Background: an optimization exercise with open tools, aiming at small area and a short achievable clock period. Do not read the settings as production practice. The RTL was checked by simulation tests, not by an equivalence proof against the original design. No activity file was given, so power comes from the tool's default toggle rates.

**design/flow/flow/array.tcl**
```tcl
# Places the register file as a regular array before global placement.
# Bits are split in two banks (bits 0-15 and 16-31): one at the bottom of
# the core, one at the top, each with its read data pins on that edge.
# In a bank each bit is a column and each register a row: the row of
# register i holds, per bit, its flip-flop, the AND-OR cell that feeds it
# and one of the read AND-OR cells of the three registers it shares them
# with. Rows of the later read gates follow each group of registers. Empty
# rows leave room for buffers and wiring. The cells are placed FIRM for
# global placement (which then places the rest around them) and set back
# to PLACED after it (release.tcl).

# Column pitch of the array, in sites
set ::array_pitch_sites 40
set ::array_xshift_sites 30
# Rows left free between each bank and the core edge
set ::array_edge_rows 1

set block [ord::get_db_block]
set dbu [$block getDbUnitsPerMicron]

proc drv_iterm {net} {
  foreach it [$net getITerms] { if {[$it isOutputSignal]} { return $it } }
  return ""
}
proc out_net {inst} {
  foreach it [$inst getITerms] { if {[$it isOutputSignal]} { return [$it getNet] } }
  return "NULL"
}
proc loads {net} {
  set r {}
  foreach it [$net getITerms] { if {[$it isInputSignal]} { lappend r [$it getInst] } }
  return $r
}
proc mname {inst} { return [[$inst getMaster] getName] }

# Flip-flops by register and bit, and the cell feeding each
set flop [dict create]
set feed [dict create]
foreach inst [$block getInsts] {
  if {[regexp {word\\?\[(\d+)\\?\]\\?\[(\d+)\\?\]} [$inst getName] -> i b] && [string match *dfxtp* [mname $inst]]} {
    dict set flop $i,$b $inst
    foreach it [$inst getITerms] {
      if {[[$it getMTerm] getName] eq "D"} {
        set d [drv_iterm [$it getNet]]
        if {$d ne ""} { dict set feed $i,$b [$d getInst] }
      }
    }
  }
}
puts "array.tcl: [dict size $flop] flip-flops"

# Follow a read gate's output to the read port it ends at
proc port_of {inst} {
  set cur $inst
  for {set k 0} {$k < 6} {incr k} {
    set net [out_net $cur]
    if {$net eq "NULL"} { return "" }
    foreach bt [$net getBTerms] { return [list [$bt getName] $cur] }
    set l [loads $net]
    if {[llength $l] != 1} { return "" }
    set cur [lindex $l 0]
  }
  return ""
}

# Read gates of register group: for each flop, the read cells it feeds
set aoi [dict create]      ;# i,b,port -> first-level read cell (i = first register of its triple)
set lvl2 [dict create]     ;# group,b,port -> second-level cell
set lvl3 [dict create]     ;# b,port -> last cell
foreach key [dict keys $flop] {
  lassign [split $key ,] i b
  set f [dict get $flop $key]
  set q [out_net $f]
  foreach l [loads $q] {
    set m [mname $l]
    if {[string match *a222oi* $m] || ([string match *nand2_* $m] && $i == 31)} {
      set pr [port_of $l]
      if {$pr eq ""} continue
      set port [string index [lindex $pr 0] 4]
      set first [expr {(($i - 1) / 3) * 3 + 1}]
      dict set aoi $first,$b,$port $l
      set g2 [lindex [loads [out_net $l]] 0]
      set grp [expr {($i - 1) / 12}]
      dict set lvl2 $grp,$b,$port $g2
      dict set lvl3 $b,$port [lindex $pr 1]
    }
  }
}
puts "array.tcl: [dict size $aoi] read cells, [dict size $lvl2] second-level, [dict size $lvl3] last"

# Geometry
set core [$block getCoreArea]
set cx0 [$core xMin]; set cy0 [$core yMin]; set cx1 [$core xMax]; set cy1 [$core yMax]
set rows {}
foreach row [$block getRows] { lappend rows [list [[$row getBBox] yMin] $row] }
set rows [lsort -integer -index 0 $rows]
set site [[lindex [lindex $rows 0] 1] getSite]
set sw [$site getWidth]
set rh [$site getHeight]

# Occupied site intervals per row (tap cells)
set ::taps [dict create]
foreach inst [$block getInsts] {
  if {[string match *tap* [mname $inst]]} {
    set bb [$inst getBBox]
    dict lappend ::taps [$bb yMin] [list [$bb xMin] [$bb xMax]]
  }
}

set pitch [expr {$::array_pitch_sites * $sw}]
set bankw [expr {16 * $pitch}]
set x0 [expr {$cx0 + (($cx1 - $cx0 - $bankw) / 2 / $sw) * $sw + $::array_xshift_sites * $sw}]
set x0 [expr {$cx0 + (($x0 - $cx0) / $sw) * $sw}]

# Row plan of one bank, bottom to top: registers (with a spacer row after
# every third), then the later read gates of each group.
proc bank_rows {} {
  set plan {}
  for {set i 1} {$i <= 31} {incr i} {
    lappend plan [list reg $i]
    if {$i % 12 == 0} { lappend plan [list g2 [expr {$i / 12 - 1}]] }
    if {$i % 3 == 0 && $i % 12 != 0} { lappend plan [list gap] }
  }
  lappend plan [list g2 2]
  lappend plan [list g3]
  return $plan
}
set plan [bank_rows]
set nplan [llength $plan]

set ::placed {}
proc put {inst x y orient} {
  $inst setOrient $orient
  $inst setLocation $x $y
  $inst setPlacementStatus FIRM
  lappend ::placed $inst
}
# Place a list of cells left to right from x in row y, skipping taps
proc put_row {cells x y orient} {
  global taps rowend
  if {[info exists rowend($y)] && $rowend($y) > $x} { set x $rowend($y) }
  set tl {}
  if {[dict exists $taps $y]} { set tl [dict get $taps $y] }
  foreach c $cells {
    if {$c eq ""} continue
    set w [[$c getMaster] getWidth]
    set moved 1
    while {$moved} {
      set moved 0
      foreach t $tl {
        lassign $t a z
        if {$x < $z && $x + $w > $a} { set x $z; set moved 1 }
      }
    }
    put $c $x $y $orient
    set x [expr {$x + $w}]
  }
  set rowend($y) $x
}
proc dget {d k} { if {[dict exists $d $k]} { return [dict get $d $k] }; return "" }

# Bank 0 from the bottom row of the core upwards, its last read gates
# lowest; bank 1 from the top row downwards, its last read gates highest.
set nr [llength $rows]
for {set bank 0} {$bank < 2} {incr bank} {
  set idx 0
  foreach p $plan {
    if {$bank == 0} { set rr [expr {$::array_edge_rows + $nplan - 1 - $idx}] } else { set rr [expr {$nr - 1 - $::array_edge_rows - ($nplan - 1 - $idx)}] }
    incr idx
    set row [lindex [lindex $rows $rr] 1]
    set y [lindex [lindex $rows $rr] 0]
    set orient [$row getOrient]
    for {set k 0} {$k < 16} {incr k} {
      set b [expr {$bank * 16 + $k}]
      set x [expr {$x0 + $k * $pitch}]
      switch [lindex $p 0] {
        reg {
          set i [lindex $p 1]
          set cells [list [dget $flop $i,$b] [dget $feed $i,$b]]
          set first [expr {(($i - 1) / 3) * 3 + 1}]
          if {$i == 31} {
            foreach port {A B C} { lappend cells [dget $aoi 31,$b,$port] }
          } else {
            set port [lindex {A B C} [expr {$i - $first}]]
            lappend cells [dget $aoi $first,$b,$port]
          }
          put_row $cells $x $y $orient
        }
        g2 {
          set grp [lindex $p 1]
          put_row [list [dget $lvl2 $grp,$b,A] [dget $lvl2 $grp,$b,B] [dget $lvl2 $grp,$b,C]] $x $y $orient
        }
        g3 {
          put_row [list [dget $lvl3 $b,A] [dget $lvl3 $b,B] [dget $lvl3 $b,C]] $x $y $orient
        }
      }
    }
  }
}
puts "array.tcl: placed [llength $::placed] cells, x0 [expr {double($x0)/$dbu}] um"

```
**design/flow/flow/release.tcl**
```tcl
# After global placement: the register file array (array.tcl) is set back
# from FIRM to PLACED, so that the later steps may move its cells.
set n 0
foreach inst [[ord::get_db_block] getInsts] {
  if {[$inst getPlacementStatus] eq "FIRM"} { $inst setPlacementStatus PLACED; incr n }
}
puts "release.tcl: $n cells released"
```
**design/flow/design.v**
```verilog
`default_nettype none
`timescale 1ns/1ps
package sparcPkg;
    localparam int WordWidth = 32;      
    localparam int RegAddrWidth = 5;
    localparam int RegCount = 32;       
    localparam logic [RegAddrWidth-1:0] ZeroReg = 5'd0;    
    localparam logic [RegAddrWidth-1:0] LinkReg = 5'd15;   
    typedef enum logic [1:0]
    {
        fmtBranch = 2'd0,    
        fmtCall   = 2'd1,
        fmtArith  = 2'd2,    
        fmtMemory = 2'd3     
    } instrFormat;
    typedef enum logic [3:0]
    {
        aluAdd   = 4'd0,
        aluAddc  = 4'd1,
        aluSub   = 4'd2,
        aluSubc  = 4'd3,
        aluAnd   = 4'd4,
        aluOr    = 4'd5,
        aluXor   = 4'd6,
        aluXnor  = 4'd7,
        aluAndn  = 4'd8,
        aluOrn   = 4'd9,
        aluSll   = 4'd10,
        aluSrl   = 4'd11,
        aluSra   = 4'd12,
        aluPassB = 4'd14     
    } aluOp;
    typedef enum logic [1:0]
    {
        sizeByte = 2'd0,
        sizeHalf = 2'd1,
        sizeWord = 2'd2
    } memSize;
endpackage
`default_nettype wire
`default_nettype none
`timescale 1ns/1ps
import sparcPkg::*;
module instructionDecoder
(
    input wire [WordWidth-1:0] instr,
    output logic jmplInstr,
    output logic storeInstr,
    output logic signExtend,
    output logic loadInstr,
    output logic regWrite,
    output logic modifyCc,
    output logic callInstr,
    output logic branchInstr,
    output logic annul,
    output logic dataMemEnable,
    output logic [3:0] aluSel,
    output logic [1:0] accessSize,
    output logic [RegAddrWidth-1:0] destReg
);
    logic [1:0] format;
    logic [5:0] op3;         
    logic [3:0] arithCode;   
    assign format = instr[31:30];
    assign op3 = instr[24:19];
    assign arithCode = instr[22:19];
    always_comb
    begin
        jmplInstr = 1'b0;
        storeInstr = 1'b0;
        signExtend = 1'b0;
        loadInstr = 1'b0;
        regWrite = 1'b0;
        modifyCc = 1'b0;
        callInstr = 1'b0;
        branchInstr = 1'b0;
        annul = 1'b0;
        dataMemEnable = 1'b0;
        aluSel = aluAdd;
        accessSize = sizeByte;
        destReg = instr[29:25];   
        case (format)
            fmtCall:
            begin
                callInstr = 1'b1;
                regWrite = 1'b1;
                destReg = LinkReg;   
            end
            fmtBranch:
            begin
                if (instr == '0)
                begin
                end
                else if (instr[24:22] != 3'd4)
                begin
                    branchInstr = 1'b1;
                    annul = instr[29];   
                end
                else
                begin
                    regWrite = 1'b1;   
                    aluSel = aluPassB;
                end
            end
            fmtArith:
            begin
                regWrite = 1'b1;
                if (op3 == 6'd56)
                begin
                    jmplInstr = 1'b1;   
                    aluSel = aluAdd;
                end
                else
                begin
                    modifyCc = instr[23];   
                    case (arithCode)
                        4'd0: aluSel = aluAdd;
                        4'd8: aluSel = aluAddc;
                        4'd4: aluSel = aluSub;
                        4'd12: aluSel = aluSubc;
                        4'd1: aluSel = aluAnd;
                        4'd2: aluSel = aluOr;
                        4'd3: aluSel = aluXor;
                        4'd5: aluSel = instr[24] ? aluSll : aluAndn;
                        4'd6: aluSel = instr[24] ? aluSrl : aluOrn;
                        4'd7: aluSel = instr[24] ? aluSra : aluXnor;
                        default: aluSel = aluAdd;   
                    endcase
                end
            end
            fmtMemory:
            begin
                dataMemEnable = 1'b1;
                case (op3)
                    6'd9:
                    begin
                        loadInstr = 1'b1;   
                        signExtend = 1'b1;
                        accessSize = sizeByte;
                    end
                    6'd10:
                    begin
                        loadInstr = 1'b1;   
                        signExtend = 1'b1;
                        accessSize = sizeHalf;
                    end
                    6'd0:
                    begin
                        loadInstr = 1'b1;
                        accessSize = sizeWord;
                    end
                    6'd1: loadInstr = 1'b1;   
                    6'd2:
                    begin
                        loadInstr = 1'b1;   
                        accessSize = sizeHalf;
                    end
                    6'd5: storeInstr = 1'b1;   
                    6'd6:
                    begin
                        storeInstr = 1'b1;
                        accessSize = sizeHalf;
                    end
                    6'd4:
                    begin
                        storeInstr = 1'b1;
                        accessSize = sizeWord;
                    end
                    default: accessSize = sizeByte;   
                endcase
                regWrite = loadInstr;   
            end
        endcase
    end
endmodule
`default_nettype wire
`default_nettype none
`timescale 1ns/1ps
import sparcPkg::*;
module readInv
(
    input wire a,
    output logic y
);
    assign y = ~a;
endmodule
module readNor2
(
    input wire a, input wire b,
    output logic y
);
    assign y = ~(a | b);
endmodule
module readAddressDecoder
(
    input wire [RegAddrWidth-1:0] addr,
    output logic [RegCount-1:1] sel
);
    wire [RegAddrWidth-1:0] addrN;
    for (genvar k = 0; k < RegAddrWidth; k++)
    begin : gInv
        readInv inv (.a(addr[k]), .y(addrN[k]));
    end
    wire [3:0] loN;
    wire [7:0] hiN;
    for (genvar k = 0; k < 4; k++)
    begin : gLo
        readNand2 lo (.a(k[0] ? addr[0] : addrN[0]), .b(k[1] ? addr[1] : addrN[1]), .y(loN[k]));
    end
    for (genvar j = 0; j < 8; j++)
    begin : gHi
        readNand3 hi (.a(j[0] ? addr[2] : addrN[2]), .b(j[1] ? addr[3] : addrN[3]),
                      .c(j[2] ? addr[4] : addrN[4]), .y(hiN[j]));
    end
    for (genvar i = 1; i < RegCount; i++)
    begin : gSel
        readNor2 s (.a(loN[i % 4]), .b(hiN[i / 4]), .y(sel[i]));
    end
endmodule
`default_nettype wire
`default_nettype none
`timescale 1ns/1ps
module registerSlot
(
    input wire write,
    input wire hold,
    input wire d,
    input wire q,
    output logic y
);
    assign y = (write & d) | (hold & q);
endmodule
`default_nettype wire
`default_nettype none
`timescale 1ns/1ps
module readAoi222
(
    input wire a0, input wire b0,
    input wire a1, input wire b1,
    input wire a2, input wire b2,
    output logic y
);
    assign y = ~((a0 & b0) | (a1 & b1) | (a2 & b2));
endmodule
module readNand2
(
    input wire a, input wire b,
    output logic y
);
    assign y = ~(a & b);
endmodule
module readAnd4
(
    input wire a, input wire b, input wire c, input wire d,
    output logic y
);
    assign y = a & b & c & d;
endmodule
module readAnd3
(
    input wire a, input wire b, input wire c,
    output logic y
);
    assign y = a & b & c;
endmodule
module readNand3
(
    input wire a, input wire b, input wire c,
    output logic y
);
    assign y = ~(a & b & c);
endmodule
module registerReadCombiner
(
    input wire [31:1] sel,
    input wire [31:1] data,
    output logic y
);
    wire [10:0] n;   
    for (genvar g = 0; g < 10; g++)
    begin : gAoi
        readAoi222 aoi (
            .a0(sel[3*g+1]), .b0(data[3*g+1]),
            .a1(sel[3*g+2]), .b1(data[3*g+2]),
            .a2(sel[3*g+3]), .b2(data[3*g+3]),
            .y(n[g])
        );
    end
    readNand2 last (.a(sel[31]), .b(data[31]), .y(n[10]));
    wire [2:0] m;
    readAnd4 c0 (.a(n[0]), .b(n[1]), .c(n[2]), .d(n[3]), .y(m[0]));
    readAnd4 c1 (.a(n[4]), .b(n[5]), .c(n[6]), .d(n[7]), .y(m[1]));
    readAnd3 c2 (.a(n[8]), .b(n[9]), .c(n[10]), .y(m[2]));
    readNand3 c3 (.a(m[0]), .b(m[1]), .c(m[2]), .y(y));
endmodule
`default_nettype wire
`default_nettype none
`timescale 1ns/1ps
import sparcPkg::*;
module registerFile
(
    input wire Clk,
    input wire reset,
    input wire writeEnable,
    input wire [RegAddrWidth-1:0] writeAddr,
    input wire [WordWidth-1:0] writeData,
    input wire [RegAddrWidth-1:0] readAddrA,
    input wire [RegAddrWidth-1:0] readAddrB,
    input wire [RegAddrWidth-1:0] readAddrC,
    output logic [WordWidth-1:0] portA,
    output logic [WordWidth-1:0] portB,
    output logic [WordWidth-1:0] portC
);
    logic [WordWidth-1:0] word [1:RegCount-1];
    logic [RegCount-1:1] wrSel, wrHold;
    always_comb
    begin
        for (int i = 1; i < RegCount; i++)
        begin
            wrSel[i] = !reset && writeEnable && writeAddr == RegAddrWidth'(i);
            wrHold[i] = !reset && !(writeEnable && writeAddr == RegAddrWidth'(i));
        end
    end
    for (genvar i = 1; i < RegCount; i++)
    begin : gWord
        wire [WordWidth-1:0] next;
        for (genvar b = 0; b < WordWidth; b++)
        begin : gBit
            registerSlot slot (.write(wrSel[i]), .hold(wrHold[i]), .d(writeData[b]),
                               .q(word[i][b]), .y(next[b]));
        end
        always_ff @(posedge Clk)
            word[i] <= next;
    end
    localparam int Groups = 2;
    localparam int GroupBits = WordWidth / Groups;
    for (genvar g = 0; g < Groups; g++)
    begin : gGroup
        wire [RegCount-1:1] selA, selB, selC;
        readAddressDecoder decA (.addr(readAddrA), .sel(selA));
        readAddressDecoder decB (.addr(readAddrB), .sel(selB));
        readAddressDecoder decC (.addr(readAddrC), .sel(selC));
        for (genvar k = 0; k < GroupBits; k++)
        begin : gBit
            localparam int b = g * GroupBits + k;
            wire [RegCount-1:1] column;
            for (genvar i = 1; i < RegCount; i++)
            begin : gReg
                assign column[i] = word[i][b];
            end
            registerReadCombiner readA (.sel(selA), .data(column), .y(portA[b]));
            registerReadCombiner readB (.sel(selB), .data(column), .y(portB[b]));
            registerReadCombiner readC (.sel(selC), .data(column), .y(portC[b]));
        end
    end
endmodule
`default_nettype wire
`default_nettype none
`timescale 1ns/1ps
import sparcPkg::*;
module decodeStage
(
    input wire Clk,
    input wire reset,
    input wire [WordWidth-1:0] instr,
    input wire writeEnable,
    input wire [RegAddrWidth-1:0] writeAddr,
    input wire [WordWidth-1:0] writeData,
    input wire [RegAddrWidth-1:0] readAddrA,
    input wire [RegAddrWidth-1:0] readAddrB,
    input wire [RegAddrWidth-1:0] readAddrC,
    output logic jmplInstr,
    output logic storeInstr,
    output logic signExtend,
    output logic loadInstr,
    output logic regWrite,
    output logic modifyCc,
    output logic callInstr,
    output logic branchInstr,
    output logic annul,
    output logic dataMemEnable,
    output logic [3:0] aluSel,
    output logic [1:0] accessSize,
    output logic [RegAddrWidth-1:0] destReg,
    output logic [WordWidth-1:0] portA,
    output logic [WordWidth-1:0] portB,
    output logic [WordWidth-1:0] portC
);
    instructionDecoder instructionDecoder_i (
        .instr(instr),
        .jmplInstr(jmplInstr),
        .storeInstr(storeInstr),
        .signExtend(signExtend),
        .loadInstr(loadInstr),
        .regWrite(regWrite),
        .modifyCc(modifyCc),
        .callInstr(callInstr),
        .branchInstr(branchInstr),
        .annul(annul),
        .dataMemEnable(dataMemEnable),
        .aluSel(aluSel),
        .accessSize(accessSize),
        .destReg(destReg)
    );
    registerFile registerFile_i (
        .Clk(Clk),
        .reset(reset),
        .writeEnable(writeEnable),
        .writeAddr(writeAddr),
        .writeData(writeData),
        .readAddrA(readAddrA),
        .readAddrB(readAddrB),
        .readAddrC(readAddrC),
        .portA(portA),
        .portB(portB),
        .portC(portC)
    );
endmodule
`default_nettype wire
```
**design/flow/flow/pins.tcl**
```tcl
# Before pin placement: each bank's read data pins on the die edge next to
# it (bits 0-15 at the bottom, 16-31 at the top), the read addresses on the
# left, where the address decoders are.
set lo {}; set hi {}; set addr {}
foreach p {A B C} {
  for {set b 0} {$b < 32} {incr b} {
    if {$b < 16} { lappend lo "port${p}\[$b\]" } else { lappend hi "port${p}\[$b\]" }
  }
  for {set b 0} {$b < 5} {incr b} { lappend addr "readAddr${p}\[$b\]" }
}
set_io_pin_constraint -pin_names $lo -region bottom:*
set_io_pin_constraint -pin_names $hi -region top:*
set_io_pin_constraint -pin_names $addr -region left:*
```
**design/flow/config.mk**
```make
export PLATFORM = sky130hd
export DESIGN_NAME = decodeStage
export DESIGN_NICKNAME = decodeStage
export VERILOG_FILES = /design/flow/design.v
export SDC_FILE = /design/flow/constraint.sdc
export NUM_CORES = 8
export LEC_CHECK = 0
export CAP_MARGIN = 20
export CORE_MARGIN = 2
export CORE_UTILIZATION = 32
export PLACE_DENSITY = 0.3
export SETUP_SLACK_MARGIN = 2.2
export SLEW_MARGIN = 20
export SYNTH_HIERARCHICAL = 1
```
**design/flow/flow/post_gp.tcl**
```tcl
# After global placement: release the register file array, then the port
# buffers (io_buffers.tcl).
set here [file dirname [info script]]
source [file join $here release.tcl]
source [file join $here io_buffers.tcl]
```
**design/flow/standard.sh**
```bash
#!/bin/bash
# synth_recipe.tcl (not shown) runs the flow's synth.tcl, then flattens the netlist and writes it again
# the make line also repeats each setting of config.mk as NAME=value (left out here)
make -C /OpenROAD-flow-scripts/flow DESIGN_CONFIG=/design/flow/config.mk WORK_HOME=/design/flow/orfs CLKGATE_MAP_FILE= SYNTH_SCRIPT=/design/flow/synth_recipe.tcl "${@:-finish}"
```
**design/flow/flow/io_buffers.tcl**
```tcl
# After global placement: the buffers of ports off the read paths (instr,
# the write port, reset, and the decoder's outputs) become the smallest
# buffer. The read addresses and read data keep their larger buffers.
set block [ord::get_db_block]
set n 0
foreach bterm [$block getBTerms] {
  set name [$bterm getName]
  if {[regexp {^(readAddr[ABC]|port[ABC]|Clk)} $name]} continue
  set net [$bterm getNet]
  if {$net eq "NULL"} continue
  foreach it [$net getITerms] {
    set inst [$it getInst]
    if {[[$inst getMaster] getName] eq "sky130_fd_sc_hd__buf_4"} {
      replace_cell [$inst getName] sky130_fd_sc_hd__buf_1
      incr n
    }
  }
}
puts "io_buffers.tcl: $n port buffers made buf_1"
```
**design/flow/constraint.sdc**
```tcl
create_clock -name core_clock -period 7.0 [get_ports {Clk}]
set_input_delay 1.4000 -clock core_clock [delete_from_list [all_inputs] [get_ports {Clk}]]
set_output_delay 1.4000 -clock core_clock [all_outputs]
set_load 0.01 [all_outputs]
```
**design/flow/flow/run.sh**
```bash
#!/bin/bash
# The standard layout (standard.sh: the standard flow's synthesis and ORFS flow) with:
# - the register file placed as a regular array before global placement
#   (array.tcl), released after it (release.tcl), and the read ports' pins
#   on the die edges next to it (pins.tcl);
# - plain buffers, instead of delay cells, on the ports, the smallest one
#   on ports off the read paths (io_buffers.tcl);
# - a clock tree of small buffers in larger clusters, without dummy loads.
set -euo pipefail
here=$(cd "$(dirname "$0")" && pwd)
bash standard.sh \
  "PRE_GLOBAL_PLACE_SKIP_IO_TCL=$here/array.tcl" \
  "PRE_IO_PLACEMENT_TCL=$here/pins.tcl" \
  "BUFFER_PORTS_ARGS=-buffer_cell sky130_fd_sc_hd__buf_4" \
  "POST_GLOBAL_PLACE_TCL=$here/post_gp.tcl" \
  "CTS_ARGS=-sink_clustering_enable -repair_clock_nets -dont_use_dummy_load -sink_clustering_size 12 -sink_clustering_max_diameter 50 -buf_list {sky130_fd_sc_hd__clkbuf_4 sky130_fd_sc_hd__clkbuf_8}" \
  finish > standard_flow.log 2>&1
```
==> run notes <==
==> cell usage after synthesis, types with 5 or more instances <==
| master | instances | area share (%) |
|---|---|---|
| or2_2 | 5 | 0.072 |
| nand2b_1 | 5 | 0.072 |
| a22o_1 | 992 | 20 |
| nor3_2 | 7 | 0.16 |
| nand3_1 | 145 | 1.7 |
| a21oi_1 | 28 | 0.32 |
| ha_1 | 10 | 0.29 |
| a222oi_1 | 960 | 22 |
| nor4_1 | 6 | 0.086 |
| dfxtp_1 | 992 | 46 |
| clkbuf_1 | 8 | 0.069 |
| inv_1 | 38 | 0.33 |
| and4_1 | 193 | 3.9 |
| nand2_1 | 127 | 1.1 |
| buf_2 | 5 | 0.057 |
| nor2_1 | 203 | 1.7 |
| nor3_1 | 22 | 0.25 |
| and3_1 | 96 | 1.4 |
==> power groups by stage <==
stage          combinational, mW  sequential, mW  clock [mW]
2_1_floorplan              0.257            5.84           0
3_3_place_gp               0.693            5.85           0
3_5_place_dp               0.678            5.85           0
4_1_cts                    0.719            5.72        3.21
5_1_grt                    0.838            5.73        3.40
6_report                   0.848            5.72        3.24
==> per-module statistics from Yosys (local to each module, per instance), a selection <==
module              cell area [um^2]  flops+latches  times used  cells
readNand3                      5.005              0         144      1
instructionDecoder             514.2              0           1     76
readNand2                      3.754              0         120      1
readInv                        3.754              0          30      1
registerFile                   20500            992           1   1097
readNor2                       3.754              0         186      1
readAoi222                     10.01              0         960      1
readAnd3                       6.256              0          96      1
registerSlot                   8.758              0         992      1
readAnd4                       8.758              0         192      1
==> kinds of logic (layout without fill, tap and decap cells) <==
| logic type | Yosys count | after routing | share of synthesized area [%] |
|---|---|---|---|
| AOI/OAI and AO/OA | 1998 | 1998 | 42.62 |
| adders and majority gates | 10 | 10 | 0.2872 |
| buffers and inverters | 56 | 524 | 0.5370 |
| DFF | 992 | 992 | 45.58 |
| other | 0 | 1 | 0 |
| and+or+nand+nor | 837 | 839 | 10.98 |
==> worst max-delay path: cells and delay by family <==
family                 cells  cell delay (ns)
AOI/OAI and AO/OA          1             0.54
buffers and inverters      4             0.82
and+or+nand+nor            4             0.79
==> final timing paths <==
check                          endpoint  cells past startpoint                        from
max reg2reg  registerFile_i.word[16][2]                      1  registerFile_i.word[16][2]
min reg2reg  registerFile_i.word[1][22]                      1  registerFile_i.word[1][22]
max                            portA[1]                      9                readAddrA[4]
min          registerFile_i.word[1][22]                      1  registerFile_i.word[1][22]
==> stage by stage <==
stage	total power, mW	util [%]	worst slack, ns	hold slack (ns)	cells
finish	9.817	38.96	2.046	0.5294	6145
global route	9.962	38.96	2.095	0.5401	6145
CTS	9.645	37.65	2.064	0.5230	6070
detailed placement	6.531	36.02	1.995	0.5027	5969
global placement	6.544	36.17	1.969	0.5109	5960
floorplan	6.099	-	2.888	0.4815	3893
==> what timing repair did <==
item / CTS / global route
gates resized for setup: 172 / 64
endpoints found under the setup margin: 96 / 96
gates cloned: 0 / 2
buffers inserted: 1 / 70
pin swaps: 1 / 103
==> layout make-up <==
type / count / area [um^2] / share of cell area, %
clock buffer: 100 / 1376 / 2.611
timing repair buffer: 386 / 3573 / 6.778
sequential: 992 / 19860 / 37.67
antenna: 1 / 2.502 / 0.004747
inverter: 38 / 153.9 / 0.2919
multi-input combinational: 2847 / 25520 / 48.42
tap: 1781 / 2228 / 4.227
==> per-layer routing <==
| metal | vias up | GRT usage [%] | share of wire [%] |
|---|---|---|---|
| li1 | 19340 | - | - |
| met1 | 22410 | 38.68 | 36 |
| met2 | 6361 | 30.98 | 34 |
| met3 | 848 | 16.04 | 23 |
| met4 | 8 | 14.84 | 6.7 |
| met5 | - | 0 | 0.021 |
==> key figures <==
Timing
  – Setup TNS: 0 ns
  – Max Slew Vio Count: 0
  – Fin. Hold Viols: 0
  – Slew @ Worst Pin: 1.186 ns
  – Crit path time final: slightly below 5 ns
  – Worst slew margin: between 20% and 30%
  – Final period util: 70.78%
  – RSZ-0062 raised after global routing: yes
  – Fmax: 201.8 MHz
  – Final setup vio count: 0
  – Worst Clk Skew: 0 ns

Global routing
  – Initial antenna violation count: 5
  – Total GRT Usage: 27.45%
  – Largest net degree at the start of global routing: 33
  – Vias in the first global route: 38760
  – Total gr overflow: 0
  – First-pass GRT wire length: 281100 um

Pwr
  – Power share of the clock group: roughly 33%
  – Seq pwr share: 58.3%
  – Peak supply drop: 0.1343 mV
  – Combinational power share: 8.6%
  – Switch share: around 28%
  – P_leak: 16.48 nW
  – Int Pwr: 7.114 mW
  – Sw power: 2.703 mW
  – Pwr dens: 186.2 nW/um^2

Placed design
  – Dpl cell area: 48730 um^2
  – Final HPWL DP: 158100 um
  – Port Buffers: between 200 and 250

Clocking
  – H-tree Lvls: 3
  – Hold-fix buffers at CTS: 0
  – CTS buffer count: 100
  – CTS clock-pin slew for the worst setup and hold paths: 0.08 ns
  – Total number of clock tree sinks: 992
  – Clk root buf: clkbuf_8
  – CTS max path bufs: 3
  – Insertion delay to the later sink of the worst-skew pair: ~0.81 ns
  – CTS tree: yes

Logic synthesis
  – Synth Instances: 3893
  – Register area share after synthesis: 45.58%
  – Synthesized Nets: about 4000
  – FFs w/ async S/R, synth: 0%
  – Avg Synthesized Cell Area: 11.19 um^2
  – Ys flop type: dfxtp_1
  – Yosys Warn Count: 10
  – Flops & latches, synth: 992
  – Synthesized cell area: 43570 um^2
  – Post-synth cell types: 49
  – EDFF count, synth: 0

Die
  – Die height: 373.0 um
  – Rows: 135
  – CORE AREA: 135300 um^2
  – Die Width: between 300 and 400 um
  – IO Pins: about 200
  – Initial Utilization: between 30% and 40%
  – Die area: 139100 um^2

Critical path
  – Crit-path most repeated cell: buf_4
  – Crit-path max FO: 16
  – Register-to-register setup slack: 6.29 ns
  – CP max-delay cell: a222oi_1
  – CP Launch Type: input port
  – Setup CP Type: input port to primary output
  – Critical-path cell list: buf_4 > inv_1 > nand3_2 > nor2_1 > buf_4 > a222oi_1 > and4_1 > nand3_1 > buf_4
  – Crit path arrival time: 3.55 ns
  – CP peak stage delay: approximately 0.54 ns
  – CP Data Required Time: 5.60 ns
  – Crit path capture type: primary output

Routing
  – DR vias: 48970
  – Iteration-0 DRC Markers: around 22000
  – Initial DRT Pass Iterations: 23
  – WL final: 217400 um
  – Via/cell ratio: 7.969
  – DR WL/cell: 35.38 um
  – Final ANT Viol Nets: 0
  – DRC viols: 0

Final layout
  – Share of layout cells above drive strength 1: ~16%
  – Largest regs: registerFile_i.word: 992 flops
  – Max FFs per register: between 900 and 1000
  – Fillcell total: 12100
  – Top reg by flops: registerFile_i.word
  – NumNets Final: 4462
  – Most frequent cells in the layout: a22o_1 (992), dfxtp_1 (992), a222oi_1 (960), buf_4 (210), and4_1 (190)
  – Post-route design area: 52720 um^2
  – Area grow syn2layout: 20.99%

Run
  – Max-Cap Viols: 0

Hold path
  – Worst hold path type: register to register

Outcome
  – Status: timing/DRC/antenna clean

-- static timing again, ports no longer ideal --
The results above use ideal ports. As a check the final layout listed here was re-extracted and re-timed, cells and wires unchanged.
Step 1, drivers: a clkbuf_16 drives Clk and a buf_2 each remaining input, both assumed.
Step 2 adds t to the input delays and takes it off the output delays; t is the mean of the earliest and latest rising clock arrival at the registers after step 1. Input paths then give back, and output paths get back, about the clock's delay inside the block.
Three values: ideal ports, drivers, drivers and shift; two values: the first two.
t (ns): 0.859
setup WS [ns]: 2.046 / 2.013 / 2.013
hold slack, ns: 0.529 / 0.529 / 0.529
clock arrival spread, ns: 0.112 / 0.112
cell pins on the clock port's net: 1
After both steps setup and hold are still met in this run. For this run, drivers alone change the setup slack by -0.033 ns; drivers and shift together by -0.033 ns.
